Background: an optimization exercise with open tools, aiming at small area and a short achievable clock period. Do not read the settings as production practice.
At most, simulation tests tie the RTL to the original design; equivalence was not proved.
Power is estimated from default activity; no workload was simulated.

## run A
// ray_issue_arbiter
module ray_issue_arbiter #(
  parameter int unsigned H_DISP      = 1280,
  parameter int unsigned V_DISP      = 720,
  parameter int unsigned W           = 16,
  parameter int unsigned CNT_W       = 5,
  parameter int unsigned ADDR_W      = 20,
  parameter int unsigned SCALE_SHIFT = 7,
  parameter int unsigned INFL_W      = 12
) (
  input  logic                clk,
  input  logic                rst,
  input  logic                frame_start,
  output logic                frame_busy,
  output logic                frame_done,
  input  logic [3*W-1:0]      cam_pos,
  input  logic [3*W-1:0]      vp_origin,
  input  logic [3*W-1:0]      vp_u,
  input  logic [3*W-1:0]      vp_v,
  input  logic                rec_valid,
  output logic                rec_ready,
  input  logic [3*W-1:0]      rec_pos,
  input  logic [3*W-1:0]      rec_slope,
  input  logic [CNT_W-1:0]    rec_cnt,
  input  logic [ADDR_W-1:0]   rec_addr,
  input  logic                retire,
  output logic                out_valid,
  input  logic                out_ready,
  output logic [3*W-1:0]      out_pos,
  output logic [3*W-1:0]      out_slope,
  output logic [CNT_W-1:0]    out_cnt,
  output logic [ADDR_W-1:0]   out_addr
);
export LEC_CHECK = 0
export CAP_MARGIN = 20
export CORE_MARGIN = 2
export CORE_UTILIZATION = 40
export SETUP_SLACK_MARGIN = 5
export SLEW_MARGIN = 20
create_clock -name core_clock -period 10.0 [get_ports {clk}]
standard.sh (not shown) runs the stock make flow with config.mk's settings and CLKGATE_MAP_FILE= SYNTH_SCRIPT=/design/flow/synth_recipe.tcl, a recipe that flattens the netlist after the stock synthesis.
==> flow/flow/run.sh <==
#!/bin/bash
set -euo pipefail
bash standard.sh BUFFER_PORTS_ARGS="-buffer_cell sky130_fd_sc_hd__buf_1" finish > flow_make.log 2>&1
Here is what was changed in the inputs of run B compared with run A.
- CTS_BUF_LIST: unset -> sky130_fd_sc_hd__clkbuf_4
==> run summary <==
- Run B finished every stage and its layout cleared the timing, design-rule and antenna checks.
- Run A → run B: highest achievable clock rate moved up, number of global-route vias before repair picked up an extra about 3%.
- Total via count after detailed routing | run B above run A
- Looking at post-layout instance area across both flows, run B is the stronger of the two, with run A trailing.
- Taking run A as the reference point, the cell-internal power of run B falls by 0.00026 W.
- Run B vs run A — clock buffer count from CTS climbed by more than 100%
- Clock-pin transition on the worst setup and hold timing paths across run B and run A: no real change.
- Comparing met2 demand-to-capacity share in global routing for run B and run A, the smaller number came from run B.
- Run B ended up with a higher wire length of the first global-routing pass than run A did.
- Worst path setup slack after routing delta (run B − run A): favourable
- A end of the critical path of g_axis[1].acc_q[20] is what run B shows, while rec_ready belongs to run A.
Function was not checked in any run of this note: the RTL went through the layout flow alone.

---

Another version of the RTL of ray_issue_arbiter (not shown whole).
For scale: ~440 I/O pins, about 28,000 um^2 of cells after synthesis.
clock: 10.0 ns
lec_check: 0
cap_margin: 20
core_margin: 2
core_utilization: 70
cts_buf_list: sky130_fd_sc_hd__clkbuf_4
setup_slack_margin: 5
slew_margin: 20
==> flow/flow/run.sh <==
#!/bin/bash
set -euo pipefail
bash standard.sh BUFFER_PORTS_ARGS="-buffer_cell sky130_fd_sc_hd__buf_1" SETUP_SLACK_MARGIN=5.6 CTS_ARGS="-sink_clustering_enable -repair_clock_nets -buf_list sky130_fd_sc_hd__clkbuf_4 -dont_use_dummy_load -sink_clustering_size 10 -sink_clustering_max_diameter 35" finish > flow_make.log 2>&1
The starting point passed the timing, design-rule and antenna checks.
Rerun with:
Settings changed: CORE_UTILIZATION 70 to 55.
=> The new run finished clean. Area after synthesis does not change. Total power came out higher by 1.8%. Cell count came out higher by 5.0%.
Rerun with:
Settings changed: CORE_UTILIZATION 55 to 40.
=>
- power came out higher by 1.3%
- clock skew came out higher by 0.054 ns
- cell count came out higher by about 7%
- utilization came out lower by 16 points
- global-route usage came out lower by 6.9 points
Rerun with:
==> flow/flow/run.sh (replaced) <==
#!/bin/bash
set -euo pipefail
bash standard.sh BUFFER_PORTS_ARGS="-buffer_cell sky130_fd_sc_hd__buf_1" SETUP_SLACK_MARGIN=6.0 finish > flow_make.log 2>&1
What happened:
- The new run produced a clean layout
- worst setup slack is worse by 0.022 ns
- die area is unchanged
- routed wire length goes down slightly
- clock skew goes down by 0.10 ns

-- what the ideal ports hide --
The flow's constraints put no driver on any port. The routed layouts listed below were extracted and timed again, unchanged, in two steps. Step 1 assumes that a clkbuf_16 drives the clock port and a buf_2 every other input. Step 2 also shifts input and output timing later by t, the mid clock arrival at the registers, as if the neighbouring blocks saw the same clock. Slacks: no drivers / after step 1 / after step 2; pairs: no drivers / after step 1.
run	shift t [ns]	setup slack, ns	clock arrival spread, ns	worst data-port slew with drivers (ns)
run A	0.662	5.214 / 5.181 / 4.744	0.014 / 0.014	0.20
run B	0.984	5.330 / 5.330 / 4.390	0.082 / 0.083	0.22
the first run of note 2	0.892	5.547 / 5.505 / 4.892	0.115 / 0.115	0.12
the second run of note 2	0.879	5.610 / 5.577 / 4.869	0.121 / 0.121	0.15
the third run of note 2	0.910	5.565 / 5.521 / 4.866	0.183 / 0.183	0.13
the fourth run of note 2	1.014	5.543 / 5.498 / 5.098	0.064 / 0.063	0.12
After both steps every run listed still meets setup and hold. The setup slack of run B, which loses most, moves by 0.000 ns with the drivers and by -0.940 ns with both steps.
